This is an optimization exercise on Yosys and OpenROAD, whose aim is small area and a short achievable clock period, not a production implementation. Only simulation tests tie the RTL to the original design; equivalence was not proved. No driver is modelled on the clock port, so clocking that relies on it looks cheaper here than on a real chip. Power and IR drop assume default switching activity.

==> design/flow/design.v <==
package imem_pkg;
  localparam logic [31:0] NOP_WORD_DEFAULT = 32'h0000_0000;
endpackage
module imem_ram #(
  parameter int unsigned DATA_W = 32,
  parameter int unsigned DEPTH  = 128      
) (
  input  logic              clk_i,
  input  logic [DEPTH-1:0]  we_i,      
  input  logic [DATA_W-1:0] wdata_i,
  input  logic              hold_i,    
  input  logic              kill_i,    
  input  logic [DEPTH-1:0]  rsel_i,    
  output logic [DATA_W-1:0] rdata_o
);
  localparam int unsigned N1 = DEPTH / 2;    
  localparam int unsigned N2 = N1 / 4;       
  localparam int unsigned N3 = N2 / 4;       
  logic [DEPTH-1:0][DATA_W-1:0] mem_q;
  logic [DATA_W-1:0]            rdata_d, rdata_q;
  for (genvar w = 0; w < DEPTH; w++) begin : g_word
    always_ff @(posedge clk_i) begin
      if (we_i[w]) mem_q[w] <= wdata_i;
    end
  end
  logic [N1-1:0][DATA_W-1:0] l1;
  logic [N2-1:0][DATA_W-1:0] l2;
  logic [N3-1:0][DATA_W-1:0] l3;
  for (genvar g = 0; g < N1; g++) begin : g_l1
    if (g < N1 - 1) begin : g_2
      imem_aoi2 #(.W(DATA_W)) u_aoi (
        .s0(rsel_i[2*g]), .s1(rsel_i[2*g+1]),
        .d0(mem_q[2*g]),  .d1(mem_q[2*g+1]),
        .y (l1[g])
      );
    end else begin : g_3
      imem_aoi3 #(.W(DATA_W)) u_aoi (
        .s0(rsel_i[2*g]), .s1(rsel_i[2*g+1]), .s2(hold_i),
        .d0(mem_q[2*g]),  .d1(mem_q[2*g+1]),  .d2(rdata_q),
        .y (l1[g])
      );
    end
  end
  for (genvar g = 0; g < N2; g++) begin : g_l2
    imem_nand #(.W(DATA_W), .N(4)) u_nand (
      .a (l1[4*g +: 4]),
      .y (l2[g])
    );
  end
  for (genvar g = 0; g < N3; g++) begin : g_l3
    imem_nor #(.W(DATA_W), .N(4)) u_nor (
      .a (l2[4*g +: 4]),
      .y (l3[g])
    );
  end
  imem_rdout #(.W(DATA_W), .N(N3)) u_out (
    .a    (l3),
    .kill (kill_i),
    .y    (rdata_d)
  );
  always_ff @(posedge clk_i) begin
    rdata_q <= rdata_d;
  end
  assign rdata_o = rdata_q;
endmodule
module imem_aoi3 #(
  parameter int unsigned W = 32
) (
  input  logic         s0, s1, s2,
  input  logic [W-1:0] d0, d1, d2,
  output logic [W-1:0] y
);
  assign y = ~(({W{s0}} & d0) | ({W{s1}} & d1) | ({W{s2}} & d2));
endmodule
module imem_aoi2 #(
  parameter int unsigned W = 32
) (
  input  logic         s0, s1,
  input  logic [W-1:0] d0, d1,
  output logic [W-1:0] y
);
  assign y = ~(({W{s0}} & d0) | ({W{s1}} & d1));
endmodule
module imem_nand #(
  parameter int unsigned W = 32,
  parameter int unsigned N = 4
) (
  input  logic [N-1:0][W-1:0] a,
  output logic [W-1:0]        y
);
  always_comb begin
    y = '1;
    for (int i = 0; i < N; i++) y &= a[i];
    y = ~y;
  end
endmodule
module imem_nor #(
  parameter int unsigned W = 32,
  parameter int unsigned N = 4
) (
  input  logic [N-1:0][W-1:0] a,
  output logic [W-1:0]        y
);
  always_comb begin
    y = '0;
    for (int i = 0; i < N; i++) y |= a[i];
    y = ~y;
  end
endmodule
module imem_rdout #(
  parameter int unsigned W = 32,
  parameter int unsigned N = 4
) (
  input  logic [N-1:0][W-1:0] a,
  input  logic                kill,
  output logic [W-1:0]        y
);
  always_comb begin
    y = '1;
    for (int i = 0; i < N; i++) y &= a[i];
    y = ~(y | {W{kill}});
  end
endmodule
module imem_pipe (
  input  logic        clk,
  input  logic        rst_n,
  input  logic        fetch_req,
  input  logic [31:0] fetch_pc,
  output logic        fetch_ready,
  input  logic        stall,
  input  logic        flush,
  output logic        instr_valid,
  output logic [31:0] instr,
  output logic [31:0] instr_pc,
  output logic        fault,
  input  logic        load_en,
  input  logic [29:0] load_addr,
  input  logic [31:0] load_data,
  output logic        load_err,
  output logic        busy
);
  localparam int unsigned DEPTH = 128;
  logic [7:0]   cnt_q;
  logic         run_rdy_q, busy_q;
  logic         valid_q, fault_q, load_err_q;
  logic [31:0]  pc_q;
  logic         run, accept, fetch_bad, load_oob, load_ok;
  logic [DEPTH-1:0] we, rsel;
  logic [31:0]  wdata;
  assign run       = cnt_q[7];
  assign fetch_bad = (fetch_pc[1:0] != 2'b00) || (fetch_pc[31:9] != '0);
  assign load_oob  = (load_addr[29:7] != '0);
  assign load_ok   = run & load_en & ~load_oob;
  assign fetch_ready = run_rdy_q & ~stall & ~flush & ~load_en;
  assign accept      = fetch_req & fetch_ready;
  always_comb begin
    for (int w = 0; w < DEPTH; w++) begin
      we[w]   = ~run | (load_ok & (load_addr[6:0] == 7'(w)));
      rsel[w] = ~stall & (fetch_pc[8:2] == 7'(w));
    end
  end
  assign wdata = run ? load_data : imem_pkg::NOP_WORD_DEFAULT;
  always_ff @(posedge clk) begin
    if (!rst_n) begin
      cnt_q      <= '0;
      run_rdy_q  <= 1'b0;
      busy_q     <= 1'b1;
      valid_q    <= 1'b0;
      fault_q    <= 1'b0;
      load_err_q <= 1'b0;
    end else begin
      if (!run) cnt_q <= cnt_q + 8'd1;
      if (&cnt_q[6:0]) begin
        run_rdy_q <= 1'b1;
        busy_q    <= 1'b0;
      end
      load_err_q <= run & load_en & load_oob;
      if (run) begin
        if (flush) begin
          valid_q <= 1'b0;
          fault_q <= 1'b0;
        end else if (!stall) begin
          valid_q <= accept;
          fault_q <= accept & fetch_bad;
        end
      end
    end
  end
  always_ff @(posedge clk) begin
    if (!stall) pc_q <= fetch_pc;
  end
  imem_ram #(
    .DATA_W (32),
    .DEPTH  (DEPTH)
  ) u_ram (
    .clk_i   (clk),
    .we_i    (we),
    .wdata_i (wdata),
    .hold_i  (stall),
    .kill_i  (~stall & fetch_bad),
    .rsel_i  (rsel),
    .rdata_o (instr)
  );
  assign instr_valid = valid_q;
  assign instr_pc    = pc_q;
  assign fault       = fault_q;
  assign load_err    = load_err_q;
  assign busy        = busy_q;
endmodule
==> design/flow/flow/run.sh <==
#!/bin/bash
# The standard layout, with a per-endpoint sizing and buffering pass on the slowest setup
# paths after CTS (flow/post_cts.tcl). The make output goes to standard_flow.log; each ORFS
# step keeps its own log under orfs/logs.
set -euo pipefail
W=$(pwd)
bash standard.sh POST_CTS_TCL="$W/flow/post_cts.tcl" finish > "$W/standard_flow.log" 2>&1
==> design/flow/flow/epopt.tcl <==
# Per-endpoint repair of the slowest paths: for each endpoint, try on each driver of its worst
# path a larger or smaller drive strength or a buffer after the driver. A move is kept only if
# it improves that endpoint's slack without lowering the design's worst slack. Every trial is
# timed with parasitics estimated again for the whole placement.
proc ep_family {master} {
  if {[regexp {^(sky130_fd_sc_hd__[a-z0-9]+)_([0-9]+)$} $master -> fam drv]} { return $fam }
  return ""
}
proc ep_cands {fam} {
  set out {}
  if {[regexp {__(clkdlybuf4s[0-9]+|dlygate4sd[0-9]+|dlymetal6s[0-9]+s|buf)$} $fam]} {
    foreach n {buf_2 buf_4 buf_6 buf_8 buf_12} { lappend out sky130_fd_sc_hd__$n }
    return $out
  }
  foreach lc [get_lib_cells ${fam}_*] {
    set n [get_name $lc]
    if {[regexp "^${fam}_\[0-9\]+\$" $n]} { lappend out $n }
  }
  return $out
}
set ::ep_mindelay 0.28
proc ep_bigger {c m} {
  regexp {_([0-9]+)$} $c -> a; regexp {_([0-9]+)$} $m -> b
  return [expr {$a > $b}]
}
proc ep_est {} { estimate_parasitics -placement }
proc ep_ws {} { return [expr {[sta::worst_slack_cmd max] * 1e9}] }
proc ep_obj {ep} {
  set p [get_pins -quiet $ep]
  if {$p eq ""} { set p [get_ports $ep] }
  return $p
}
proc ep_slack {ep} { return [get_property [find_timing_paths -to [ep_obj $ep] -path_delay max] slack] }
proc ep_drivers {ep mindelay} {
  # Drivers on the endpoint's worst path whose stage (cell plus wire to the next pin) is slow.
  set out {}
  set path [find_timing_paths -to [ep_obj $ep] -path_delay max]
  set pts [get_property $path points]
  set n [llength $pts]
  for {set i 0} {$i < $n - 1} {incr i} {
    set pin [get_property [lindex $pts $i] pin]
    if {[get_property $pin direction] ne "output"} continue
    if {[get_cells -quiet -of_objects $pin] eq ""} continue
    set tin [get_property [lindex $pts [expr {max($i-1, 0)}]] arrival]
    if {$i == 0} { set tin [expr {$tin - $mindelay}] }
    set tnext [get_property [lindex $pts [expr {$i+1}]] arrival]
    if {$tnext - $tin >= $mindelay} { lappend out [get_full_name $pin] }
  }
  return $out
}
# One endpoint: walk its worst path from the end and keep the best move per driver.
proc ep_fix_endpoint {ep thresh} {
  set skip {sky130_fd_sc_hd__clkbuf sky130_fd_sc_hd__clkinv sky130_fd_sc_hd__clkinvlp sky130_fd_sc_hd__edfxtp}
  set moves 0
  foreach dp [lreverse [ep_drivers $ep $::ep_mindelay]] {
    set s0 [ep_slack $ep]
    if {$s0 > $thresh} break
    set w0 [ep_ws]
    set iname [get_full_name [get_cells -of_objects [get_pins $dp]]]
    set inst [get_cells $iname]
    set m [get_property $inst ref_name]
    set fam [ep_family $m]
    set best ""; set bests $s0
    # sizing
    if {$fam ne "" && [lsearch -exact $skip $fam] < 0} {
      foreach c [ep_cands $fam] {
        if {$c eq $m} continue
        if {[ep_family $c] eq $fam && ![ep_bigger $c $m]} continue
        replace_cell $inst $c; ep_est
        set s [ep_slack $ep]; set w [ep_ws]
        if {$s > $bests + 0.003 && $w >= $w0 - 1e-6} { set best "size $c"; set bests $s }
      }
      replace_cell $inst $m; ep_est
    }
    # buffering right after the driver
    if {[string match "*dfxtp*" $m] == 0 || 1} {
      set db [sta::sta_to_db_inst $inst]
      set b [$db getBBox]
      set loc [list [expr {[$b xMin]/1000.0}] [expr {[$b yMin]/1000.0}]]
      foreach bc {sky130_fd_sc_hd__buf_4 sky130_fd_sc_hd__buf_8} {
        set nb [insert_buffer -buffer_cell $bc -net [get_full_name [get_nets -of_objects [get_pins $dp]]] -location $loc]
        ep_est
        set s [ep_slack $ep]; set w [ep_ws]
        remove_buffers [get_cells $nb]; ep_est
        if {$s > $bests + 0.003 && $w >= $w0 - 1e-6} { set best "buf $bc"; set bests $s }
      }
    }
    if {$best ne ""} {
      lassign $best kind cell
      if {$kind eq "size"} {
        replace_cell $inst $cell
      } else {
        insert_buffer -buffer_cell $cell -net [get_full_name [get_nets -of_objects [get_pins $dp]]] -location $loc
      }
      ep_est
      incr moves
      puts "EP $ep $dp $kind $cell slack [format %.3f $s0] -> [format %.3f [ep_slack $ep]] ws [format %.3f [ep_ws]]"
    }
  }
  return $moves
}
# Repair the endpoints whose slack is below the worst slack plus window, worst first.
proc ep_run {passes window maxeps budget_s} {
  set t0 [clock seconds]
  ep_est
  for {set p 0} {$p < $passes} {incr p} {
    set ws [ep_ws]
    set thresh [expr {$ws + $window}]
    set eps {}
    foreach path [find_timing_paths -path_delay max -group_path_count $maxeps -endpoint_path_count 1 -sort_by_slack] {
      if {[get_property $path slack] > $thresh} break
      lappend eps [get_full_name [get_property $path endpoint]]
    }
    set total 0
    foreach ep $eps {
      if {[clock seconds] - $t0 > $budget_s} break
      if {[catch {ep_obj $ep}]} continue
      if {[catch {ep_fix_endpoint $ep [expr {[ep_ws] + $window}]} n]} {
        puts "EP $ep failed: $n"
        ep_est
      } else {
        incr total $n
      }
    }
    puts "EP pass $p ws [format %.3f $ws] -> [format %.3f [ep_ws]] endpoints [llength $eps] moves $total"
    if {$total == 0 || [clock seconds] - $t0 > $budget_s} break
  }
}
==> design/flow/flow/post_cts.tcl <==
# After CTS: per-endpoint sizing and buffering of the slowest setup paths (epopt.tcl), then
# legalize the placement again.
source [file join [file dirname [info script]] epopt.tcl]
estimate_parasitics -placement
report_worst_slack -max
report_design_area
if {[catch {ep_run 8 0.25 64 900} err]} { puts "ep_run failed: $err"; estimate_parasitics -placement }
detailed_placement
check_placement -verbose
estimate_parasitics -placement
report_worst_slack -max
report_design_area
==> design/flow/standard.sh <==
#!/bin/bash
# synth_recipe.tcl (not shown) runs the flow's synth.tcl, then flattens the netlist and writes it again
# the make line also repeats each setting of config.mk as NAME=value (left out here)
make -C /OpenROAD-flow-scripts/flow DESIGN_CONFIG=/design/flow/config.mk WORK_HOME=/design/flow/orfs CLKGATE_MAP_FILE= SYNTH_SCRIPT=/design/flow/synth_recipe.tcl "${@:-finish}"
==> design/flow/config.mk <==
export PLATFORM = sky130hd
export DESIGN_NAME = imem_pipe
export DESIGN_NICKNAME = imem_pipe
export VERILOG_FILES = /design/flow/design.v
export SDC_FILE = /design/flow/constraint.sdc
export NUM_CORES = 4
export LEC_CHECK = 0
export CAP_MARGIN = 70
export CORE_MARGIN = 2
export CORE_UTILIZATION = 55
export CTS_CLUSTER_DIAMETER = 100
export CTS_CLUSTER_SIZE = 30
export SETUP_SLACK_MARGIN = 0.3
export SLEW_MARGIN = 50
export SYNTH_HIERARCHICAL = 1
export SYNTH_MINIMUM_KEEP_SIZE = 0
==> design/flow/constraint.sdc <==
create_clock -name core_clock -period 3.8 [get_ports {clk}]
set_input_delay 0.7600 -clock core_clock [delete_from_list [all_inputs] [get_ports {clk}]]
set_output_delay 0.7600 -clock core_clock [all_outputs]
set_load 0.01 [all_outputs]
==> key figures, run 1 <==
Outcome
  – Status: timing/DRC/antenna clean

Global routing
  – Largest net degree at the start of global routing: 129
  – Initial antenna violation count: 10
  – First-pass GRT wire length: 652000 um
  – Number of global-route vias before repair: 82599
  – GRT overflow: 0
  – Tot GR Track Use: 0.335

Floorplan
  – Die area: 0.280 mm^2
  – IO Count: 169
  – Die W: 529 um
  – Number of core rows: 192
  – Core ar.: 0.274 mm^2
  – Die Y: 529 um
  – Starting Density: 0.553

Timing
  – Skew final: 48.9 ps
  – Hold_ws: 141 ps
  – Fin. max-slew vios: 0
  – Max frequency: 319 MHz
  – Min Clock Period, post-route: 3140 ps
  – Slew @ Worst Pin: 677 ps
  – Final hold viol count: 0
  – Setup violations, final: 0
  – Period utilization: 0.825
  – Rel. slew slack: 0.549
  – Unrepaired setup endpoints after global routing: false

Drt
  – Via Count: 87901
  – Detailed Route WL: 475000 um
  – DRT iter0 DRCs: 13417
  – Detail Route Antenna Nets: 0
  – DRC: 0
  – Drt wl/cell: 37.0 um
  – First-pass iteration count of the detailed router: 8
  – Post-DR vias/cell: 6.85

Pwr
  – Clk pwr share: 0.304
  – Sw frac: 0.191
  – Switching pwr: 13.9 mW
  – Power density over the cells: 404 mW/mm^2
  – Sequential power share: 0.686
  – Comb power frac: 0.009
  – Leak: 68.9 nW
  – P_int: 58.7 mW
  – VDD IR max: 0.532 mV

Clock network
  – CTS tree: built
  – Worst skew pair latency: 920 ps
  – Reg clk slew, reported paths: 110 ps
  – Clk sinks: 4173

Logic synthesis
  – Synth async-reset ratio: 0
  – Avg Cell Area, Syn: 19.5 um^2
  – Seq/Total Area, Yosys: 0.824
  – Main synth FF type: edfxtp_1
  – Mapped Area: 0.152 mm^2
  – Cells after synthesis: 7764
  – #FFs+latches synth: 4173
  – EDFF count, synth: 4128
  – Syn. warnings: 11
  – Yosys cell types: 37
  – Syn_nets: 7865

Critical path
  – Worst Setup Path Type: in -> reg
  – CP max FO: 27
  – Crit path launch type: input port
  – Critical Path AT: 3940 ps
  – CP Capture Type: register
  – CP required: 4600 ps

Cells and area
  – Nets@finish: 9254
  – Layout Cells excl Fill: 12827
  – Post-layout instance area: 0.179 mm^2
  – Final Core Density: 0.655
  – Layout cells sized above 1: 0.241
  – Synth-to-layout area growth: 18.4%

Job
  – Max-Cap Viols: 0

Placement
  – Routability cong.: 0.892
  – Dpl hpwl: 310000 um
  – PortBufs: 168
  – DP Cell Count: 12536
  – Dpl cell area: 0.174 mm^2

Hold path
  – Worst Hold Class: in -> reg
==> synth_stat cells (2+ instances only) <==
cell type,n,area share
a21oi_1,3,0.000099
nand3_1,22,0.00073
o31ai_1,129,0.0064
or3_1,2,0.000083
nand4_1,518,0.021
edfxtp_1,4128,0.82
buf_2,196,0.0065
nor2b_1,13,0.00054
nor4_2,128,0.011
inv_1,3,0.000074
a41oi_1,2,0.00012
a41oi_2,30,0.0032
nor4_1,10,0.00041
nand2_1,20,0.00050
or3b_2,2,0.00012
and2_1,32,0.0013
nand3b_1,5,0.00025
buf_1,7,0.00017
xor2_1,3,0.00017
and4_1,2,0.00012
a222oi_1,32,0.0021
a22oi_1,2016,0.10
nor2_1,146,0.0036
buf_6,210,0.016
nor3_1,4,0.00013
xnor2_1,2,0.00012
o21ai_0,2,0.000066
dfxtp_1,45,0.0059
clkbuf_1,44,0.0011
==> flip-flops by register name, summed over array words and instances (netlist names) <==
register,cells
u_ram.mem_q,4096
pc_q,32
u_ram.rdata_q,32
cnt_q,8
busy_q,1
fault_q,1
load_err_q,1
run_rdy_q,1
valid_q,1
==> power by group through the flow <==
stage	Combinational, mW	Clock (mW)	Sequential, mW
2_1_floorplan	0.145	0	50.8
3_3_place_gp	0.637	0	50.8
3_5_place_dp	0.680	0	50.8
5_1_grt	0.700	23.6	49.8
6_report	0.688	22.1	49.8
==> kinds of logic after synthesis <==
family / Yosys count / share of synthesized area
xor+xnor: 5 / 0.000289
simple gates: 907 / 0.0399
mux: 1 / 0.0000661
compound gates: 2217 / 0.112
flops: 4173 / 0.824
fa+ha+maj: 1 / 0.0000826
buf+inv: 460 / 0.0234
==> metrics by stage <==
step	setup WS, ps	power, mW	setup TNS, ps
global placement	-1790	51.4	-35230
detailed placement	-882	51.5	-16750
finish	664	72.5	0
global route	708	74.1	0
floorplan	-715	51.0	-1753850
==> layout by cell type, fill, tap and decap left out, types with 34 or more instances in the layout <==
master           netlist  final
edfxtp_1            4128   4128
clkdlybuf4s50_1        0    126
nor4_2               128     70
dfxtp_1               45     44
nor2_2                 0     54
buf_6                210    120
buf_2                196     34
a22oi_1             2016   2014
buf_4                  0    948
o31ai_4                0    128
clkbuf_16              0    170
buf_12                 0    390
nor2_4                 0     74
nor4_4                 0     58
nand4_1              518    502
buf_8                  0     41
clkbuf_1              44     45
==> worst paths after layout <==
check                 startpoint                          end  slack (ps)  cells after the start
max reg2reg  cnt_q[7]$_SDFF_PN0_  u_ram.mem_q[3106]$_DFFE_PP_        1560                      4
min                  fetch_pc[8]            pc_q[8]$_DFFE_PN_         140                      2
min reg2reg  busy_q$_SDFFE_PN1P_          busy_q$_SDFFE_PN1P_         470                      1
max                        stall    u_ram.rdata_q[17]$_DFF_P_         660                     17
==> area by class of cell, without the clock buffers <==
cell class,instances,area [um^2]
Sequential cell,4173,125000
Fill cell,18267,94500
Multi-Input combinational cell,3131,26300
Timing Repair Buffer,1679,18900
Tap cell,3589,4490
Clock inverter,24,307
Antenna cell,13,32.5
Inverter,3,11.3
==> metal layers <==
| metal | up-vias | global-route usage | share of wire |
|---|---|---|---|
| li1 | 35945 | - | - |
| met1 | 46173 | 0.466 | 0.38 |
| met2 | 5101 | 0.529 | 0.47 |
| met3 | 680 | 0.0556 | 0.097 |
| met4 | 2 | 0.139 | 0.050 |
| met5 | - | 0 | 0.000027 |
==> worst max-delay path, stage by stage <==
cell	delay, ps
buf_2	240
nor2_1	80
buf_4	150
buf_4	130
nand4_1	230
buf_4	190
buf_4	200
nor2_4	50
buf_12	160
buf_4	160
a22oi_1	210
nand4_1	290
nor4_4	380
buf_2	260
buf_6	160
buf_6	140
a41oi_2	110
==> run 2: changes to the inputs <==
--- a/design/flow/config.mk
+++ b/design/flow/config.mk
@@ -8,5 +8,5 @@
 export CAP_MARGIN = 70
 export CORE_MARGIN = 2
-export CORE_UTILIZATION = 55
+export CORE_UTILIZATION = 62
 export CTS_CLUSTER_DIAMETER = 100
 export CTS_CLUSTER_SIZE = 30
==> run 2 against run 1 <==
Compared with the run above: final cell count shrank 4.7%; area after synthesis is the same; sequential power is essentially flat.
==> key figures, run 2 <==
Global routing
  – First-pass GRT wire length: 658000 um (+0.92%)
  – Number of global-route vias before repair: 83060 (+0.56%)
  – Tot GR Track Use: 0.381 (+0.0467)
  – GRT overflow: 0 (unchanged)
  – Largest net degree at the start of global routing: 129 (unchanged)
  – Initial antenna violation count: 21 (+11)

Timing
  – Rel. slew slack: 0.494 (-0.0547)
  – Max frequency: 320 MHz (+0.46%)
  – Slew @ Worst Pin: 759 ps (+82.1 ps)
  – Unrepaired setup endpoints after global routing: false
  – Setup violations, final: 0 (unchanged)
  – Hold_ws: 212 ps (+70.7 ps)
  – Final hold viol count: 0 (unchanged)
  – Min Clock Period, post-route: 3120 ps (-14.4 ps)
  – Skew final: 32.0 ps (-16.9 ps)
  – Fin. max-slew vios: 0 (unchanged)
  – Period utilization: 0.821 (-0.00380)

Critical path
  – Crit path launch type: input port
  – Worst Setup Path Type: in -> reg
  – Critical Path AT: 3880 ps (-60 ps)
  – R2r setup slk: 1590 ps (+30 ps)
  – Worst r2r path cells: 4 (unchanged)
  – Reg-to-Reg End: u_ram.mem_q[3651]$_DFFE_PP_
  – CP Capture Type: register
  – CP required: 4550 ps (-50 ps)
  – End point of the critical path: u_ram.rdata_q[18]$_DFF_P_
  – Crit. Startpoint: fetch_pc[3]
  – RR Startpoint: cnt_q[7]$_SDFF_PN0_
  – CP max FO: 8 (-70%)

Logic synthesis
  – Main synth FF type: edfxtp_1
  – Post-synth top cells: edfxtp_1 (4128), a22oi_1 (2016), nand4_1 (518)
  – #FFs+latches synth: 4173 (unchanged)
  – Syn_nets: 7865 (unchanged)
  – Synth async-reset ratio: 0 (unchanged)
  – Yosys cell types: 37 (unchanged)
  – Cells after synthesis: 7764 (unchanged)
  – Avg Cell Area, Syn: 19.5 um^2 (unchanged)
  – Seq/Total Area, Yosys: 0.824 (unchanged)
  – Top-count cell post-synth: edfxtp_1
  – Syn. warnings: 11 (unchanged)
  – Largest cells by area after synthesis: edfxtp_1 (82%), a22oi_1 (10%), nand4_1 (2.1%), buf_6 (1.6%), nor4_2 (1.1%)
  – EDFF count, synth: 4128 (unchanged)
  – Synth area leader: edfxtp_1
  – Share of Yosys cell area claimed by the top area cell type: 0.818 (unchanged)
  – Mapped Area: 0.152 mm^2 (unchanged)

Pwr
  – Power density over the cells: 409 mW/mm^2 (+1.2%)
  – Leak: 67.4 nW (-2.3%)
  – VDD IR max: 0.404 mV (-24%)

Floorplan
  – Die area: 0.248 mm^2 (-11%)
  – Core ar.: 0.243 mm^2 (-11%)
  – Die W: 498 um (-5.8%)
  – IO Count: 169 (unchanged)
  – Starting Density: 0.623 (+0.0703)
  – Die Y: 498 um (-5.8%)
  – Number of core rows: 181 (-5.7%)

Placement
  – Routability cong.: 0.941 (+5.4%)
  – Dpl cell area: 0.171 mm^2 (-1.8%)
  – PortBufs: 168 (unchanged)
  – DP Cell Count: 11940 (-4.8%)
  – Dpl hpwl: 311000 um (+0.36%)

Drt
  – Drt wl/cell: 39.1 um (+5.5%)
  – Post-DR vias/cell: 7.23 (+5.5%)
  – Detailed Route WL: 477000 um (+0.51%)
  – Detail Route Antenna Nets: 0 (unchanged)
  – DRT iter0 DRCs: 15130 (+13%)
  – Via Count: 88358 (+0.52%)
  – First-pass iteration count of the detailed router: 7 (-1)
  – DRC: 0 (unchanged)

Clock network
  – Reg clk slew, reported paths: 120 ps (about the same)
  – CTS tree: built
  – Worst skew pair latency: 900 ps (-20 ps)
  – Clk sinks: 4173 (unchanged)

Cells and area
  – Post-layout instance area: 0.176 mm^2 (-1.9%)
  – Largest register FFs: 4096 (unchanged)
  – Synth-to-layout area growth: 16.1%
  – Layout Cells excl Fill: 12220 (-4.7%)
  – Nets@finish: 9033 (-2.4%)
  – Biggest register: u_ram.mem_q
  – Commonest non-fill, non-tap cells in the layout: edfxtp_1 (4128), a22oi_1 (2015), buf_4 (824), nand4_1 (508), buf_12 (321)
  – Layout cells sized above 1: 0.221 (-0.0194)
  – Final Core Density: 0.724 (+0.0690)
  – Largest regs: u_ram.mem_q (4096), pc_q (32), u_ram.rdata_q (32)
  – Commonest non-fill, non-tap cell in the layout: edfxtp_1

Job
  – Max-Cap Viols: 0 (unchanged)

Hold path
  – Worst Hold Class: in -> reg

Outcome
  – Status: timing/DRC/antenna clean
## run 2: area by class of cell, without the clock buffers
cell class | count | area [um^2]
clock inverter | 14 | 186
fill | 14825 | 67100
antenna | 9 | 22.5
inverter | 3 | 11.3
sequential | 4173 | 125000
multi-input combinational | 3131 | 26200
tap | 3202 | 4010
timing repair buffer | 1464 | 16200
## run 2: worst min-delay path by stage
stage | start | end | slack (ps) | cells past startpoint
after floorplan | run_rdy_q$_SDFFE_PN0P_ | run_rdy_q$_SDFFE_PN0P_ | 430 | 2
after global placement | run_rdy_q$_SDFFE_PN0P_ | run_rdy_q$_SDFFE_PN0P_ | 450 | 2
after detailed placement | run_rdy_q$_SDFFE_PN0P_ | run_rdy_q$_SDFFE_PN0P_ | 460 | 2
after global routing | fetch_pc[3] | pc_q[3]$_DFFE_PN_ | 180 | 2
final | fetch_pc[3] | pc_q[3]$_DFFE_PN_ | 210 | 2
## run 2: routing by layer
layer | track usage | vias to the layer above | routed length, um
met2 | 0.579 | 6069 | 220000
met1 | 0.542 | 46011 | 177000
met4 | 0.174 | 10 | 26200
li1 | - | 35476 | -
met5 | 0.00405 | - | 171
met3 | 0.0781 | 792 | 54500
## run 2: kinds of logic (layout without fill, tap and decap cells)
logic type,Yosys count,in the layout,synth area share
AOI/OAI and AO/OA,2217,2217,0.112
xor gates and xnor gates,5,5,0.000289
adders and majority gates,1,1,0.0000826
buffers and inverters,460,1705,0.0234
DFF,4173,4173,0.824
muxes,1,1,0.0000661
other,0,9,0
and+or+nand+nor,907,907,0.0399
## run 2: stage by stage
step	setup WS (ps)	TNS, ps	power (mW)
after floorplan	-715	-1753850	51.0
after global placement	-1450	-23850	51.4
after detailed placement	-706	-13660	51.5
after global routing	702	0	73.4
final	679	0	71.9
## run 2: critical path, stage by stage
cell	delay (ps)
buf_2	100
buf_4	150
nor2b_1	140
buf_4	160
nand3_2	170
buf_4	190
buf_4	220
nor2_4	70
buf_6	170
buf_8	170
buf_4	170
a22oi_1	200
nand4_1	120
buf_4	180
nor4_4	240
buf_4	190
buf_4	170
buf_6	140
a41oi_2	140
## run 2: where the power goes
group | leakage [nW] | switching, mW | internal (mW)
Combinational | 13.9 | 0.393 | 0.270
Clock | 2.21 | 13.2 | 8.27
Sequential | 51.2 | 0.0146 | 49.7
Total | 67.4 | 13.6 | 58.3
==> run 3: changes to the inputs <==
--- a/design/flow/flow/post_cts.tcl
+++ b/design/flow/flow/post_cts.tcl
@@ -5,5 +5,9 @@
 report_worst_slack -max
 report_design_area
-if {[catch {ep_run 8 0.25 64 900} err]} { puts "ep_run failed: $err"; estimate_parasitics -placement }
+# First the slow stages only, then every stage of the worst paths.
+set ::ep_mindelay 0.28
+if {[catch {ep_run 8 0.25 64 360} err]} { puts "ep_run failed: $err"; estimate_parasitics -placement }
+set ::ep_mindelay 0.12
+if {[catch {ep_run 8 0.25 64 420} err]} { puts "ep_run failed: $err"; estimate_parasitics -placement }
 detailed_placement
 check_placement -verbose
==> run 3 against run 2 <==
Compared with the run above: still clean; via count increased by 0.24%; worst hold slack got worse by 15 ps; first-iteration DRC count shrank 3.6%; sequential cell count unchanged; cell area about the same; clock skew rose by 7.1 ps; largest cell class unchanged; highest routed layer unchanged.
==> key figures, run 3 <==
Logic synthesis
  – Synth area leader: edfxtp_1
  – Main synth FF type: edfxtp_1
  – #FFs+latches synth: 4173 (unchanged)
  – Yosys cell types: 37 (unchanged)
  – Synth async-reset ratio: 0 (unchanged)
  – Largest cells by area after synthesis: edfxtp_1 (82%), a22oi_1 (10%), nand4_1 (2.1%), buf_6 (1.6%), nor4_2 (1.1%)
  – Top-count cell post-synth: edfxtp_1
  – Mapped Area: 0.152 mm^2 (unchanged)
  – EDFF count, synth: 4128 (unchanged)
  – Post-synth top cells: edfxtp_1 (4128), a22oi_1 (2016), nand4_1 (518)
  – Cells after synthesis: 7764 (unchanged)
  – Syn. warnings: 11 (unchanged)
  – Seq/Total Area, Yosys: 0.824 (unchanged)
  – Share of Yosys cell area claimed by the top area cell type: 0.818 (unchanged)
  – Syn_nets: 7865 (unchanged)
  – Avg Cell Area, Syn: 19.5 um^2 (unchanged)

Critical path
  – RR Startpoint: cnt_q[7]$_SDFF_PN0_
  – Crit path launch type: input port
  – Worst r2r path cells: 4 (unchanged)
  – Critical Path AT: 3820 ps (-60 ps)
  – Worst Setup Path Type: in -> reg
  – CP required: 4600 ps (+50 ps)
  – CP Capture Type: register
  – Crit. Startpoint: fetch_pc[3]
  – CP max FO: 25 (+17)

Placement
  – PortBufs: 168 (unchanged)
  – Routability cong.: 0.941 (unchanged)
  – Dpl hpwl: 311000 um (unchanged)
  – Worst slack at placement: -706 ps (unchanged)
  – Dpl cell area: 0.171 mm^2 (unchanged)

Cells and area
  – Biggest register: u_ram.mem_q
  – Layout cells sized above 1: 0.222 (+0.000518)
  – Commonest non-fill, non-tap cell in the layout: edfxtp_1
  – Final Core Density: 0.724 (about the same)
  – Largest register FFs: 4096 (unchanged)
  – Nets@finish: 9030 (-0.033%)
  – Commonest non-fill, non-tap cells in the layout: edfxtp_1 (4128), a22oi_1 (2012), buf_4 (802), nand4_1 (506), buf_12 (324)
  – Largest regs: u_ram.mem_q (4096), pc_q (32), u_ram.rdata_q (32)
  – Post-layout instance area: 0.176 mm^2 (about the same)
  – Synth-to-layout area growth: 16.2% (about the same)

Drt
  – Via Count: 88573 (+0.24%)
  – First-pass iteration count of the detailed router: 11 (+4)
  – Post-DR vias/cell: 7.25 (+0.28%)
  – Drt wl/cell: 39.1 um (+0.15%)
  – Detailed Route WL: 478000 um (+0.11%)
  – Detail Route Antenna Nets: 0 (unchanged)
  – DRC: 0 (unchanged)
  – DRT iter0 DRCs: 14592 (-3.6%)

Job
  – Max-Cap Viols: 0 (unchanged)

Timing
  – Fin worst setup slack: 780 ps (+102 ps)
  – Period utilization: 0.795 (-0.0268)
  – Max frequency: 331 MHz (+3.4%)
  – Min Clock Period, post-route: 3020 ps (-102 ps)
  – Setup violations, final: 0 (unchanged)
  – Rel. slew slack: 0.486 (-0.00783)
  – Skew final: 39.1 ps (+7.12 ps)
  – Unrepaired setup endpoints after global routing: false
  – Sum Neg Setup Slack: 0 ps (unchanged)
  – Final hold viol count: 0 (unchanged)
  – Slew @ Worst Pin: 771 ps (+11.7 ps)
  – Fin. max-slew vios: 0 (unchanged)
  – Hold_ws: 196 ps (-15.4 ps)

Clock network
  – Reg clk slew, reported paths: 110 ps (about the same)
  – Worst skew pair latency: 900 ps (about the same)
  – CTS tree: built
  – Clk sinks: 4173 (unchanged)

Floorplan
  – Number of core rows: 181 (unchanged)
  – Die Y: 498 um (unchanged)
  – Core ar.: 0.243 mm^2 (unchanged)
  – Die W: 498 um (unchanged)
  – IO Count: 169 (unchanged)
  – Starting Density: 0.623 (unchanged)
  – Die area: 0.248 mm^2 (unchanged)

Hold path
  – HP Start: fetch_pc[3]
  – Worst Hold Class: in -> reg
  – Hold Path Stages: 2 (unchanged)

Pwr
  – Leak: 67.4 nW (about the same)
  – Power density over the cells: 408 mW/mm^2 (-0.14%)
  – VDD IR max: 0.405 mV (+0.29%)

Global routing
  – Tot GR Track Use: 0.382 (about the same)
  – Largest net degree at the start of global routing: 129 (unchanged)
  – Initial antenna violation count: 23 (+9.5%)
  – First-pass GRT wire length: 659000 um (about the same)
  – Number of global-route vias before repair: 83117 (+0.069%)
  – GRT overflow: 0 (unchanged)

Outcome
  – Status: timing/DRC/antenna clean
-- run 3: worst paths after layout --
path | to | slack, ps
setup / recovery | u_ram.rdata_q[12]$_DFF_P_ | 780
hold / removal | pc_q[3]$_DFFE_PN_ | 200
setup reg to reg | u_ram.mem_q[2019]$_DFFE_PP_ | 1570
hold reg to reg | run_rdy_q$_SDFFE_PN0P_ | 500
-- run 3: critical path: stages --
cell and delay, ps:
buf_2 100, buf_6 120, nor3_1 260, nand3_1 200
buf_12 200, buf_12 150, buf_4 160, nor2_4 280
buf_4 440, a22oi_1 150, nand4_1 290, nor4_4 60
buf_6 140, buf_8 140, buf_12 130, a41oi_2 170
-- run 3: kinds of logic after synthesis --
family,Yosys count,synth area share
and+or+nand+nor,907,0.0399
muxes,1,0.0000661
AOI/OAI and AO/OA,2217,0.112
adders and majority gates,1,0.0000826
xor gates and xnor gates,5,0.000289
DFF,4173,0.824
buffers and inverters,460,0.0234
-- run 3: stage by stage --
step / instances / total power, mW
after floorplan: 7764 / 51.0
after detailed placement: 11940 / 51.5
final: 12215 / 71.9
after global routing: 12211 / 73.4
after global placement: 11736 / 51.4
-- run 3: routing by layer --
metal | GRT usage | wire, um
met1 | 0.539 | 177000
met2 | 0.574 | 219000
met3 | 0.0826 | 54400
met4 | 0.184 | 27500
met5 | 0.00270 | 140
-- run 3: cell type report, without the clock buffers --
type,instances,area (um^2)
inverters,3,11.3
clock inverters,14,186
repair buffers,1461,16300
diodes,7,17.5
well taps,3202,4010
flip-flops and latches,4173,125000
multi-input cells,3131,26300
fillers,14799,67000
-- run 3: power by group --
part | leakage [nW] | switching [mW] | internal, mW
clock network | 2.21 | 13.2 | 8.27
registers | 51.2 | 0.0144 | 49.7
logic | 14.0 | 0.394 | 0.270
total | 67.4 | 13.6 | 58.3

==> port drivers added, routing unchanged <==
The flow's constraints put no driver on any port. The routed layouts listed below were extracted and timed again, unchanged, in two steps.
Step 1: set_driving_cell puts a clkbuf_16 on clk and a buf_2 on each other input, an assumption about the parent block.
Step 2 also shifts input and output timing later by t, the mid clock arrival at the registers, as if the neighbouring blocks saw the same clock.
a / b / c = ideal ports / drivers / drivers and shift; a / b = the first two.
run | t (ns) | slack for setup (ns) | worst setup path at the end | latest minus earliest clock arrival (ns) | worst slew at a driven data input, ns
run 1 | 1.000 | 0.664 / 0.733 / -0.266 | input to register | 0.054 / 0.053 | 0.07
run 2 | 0.988 | 0.679 / 0.758 / -0.230 | input to register | 0.033 / 0.033 | 0.13
run 3 | 0.981 | 0.780 / 0.859 / -0.122 | input to register | 0.039 / 0.039 | 0.13
Met with ideal ports but missed after step 2: setup timing in every run listed. For run 1, which loses most, drivers alone change the setup slack by +0.069 ns; drivers and shift together by -0.930 ns.
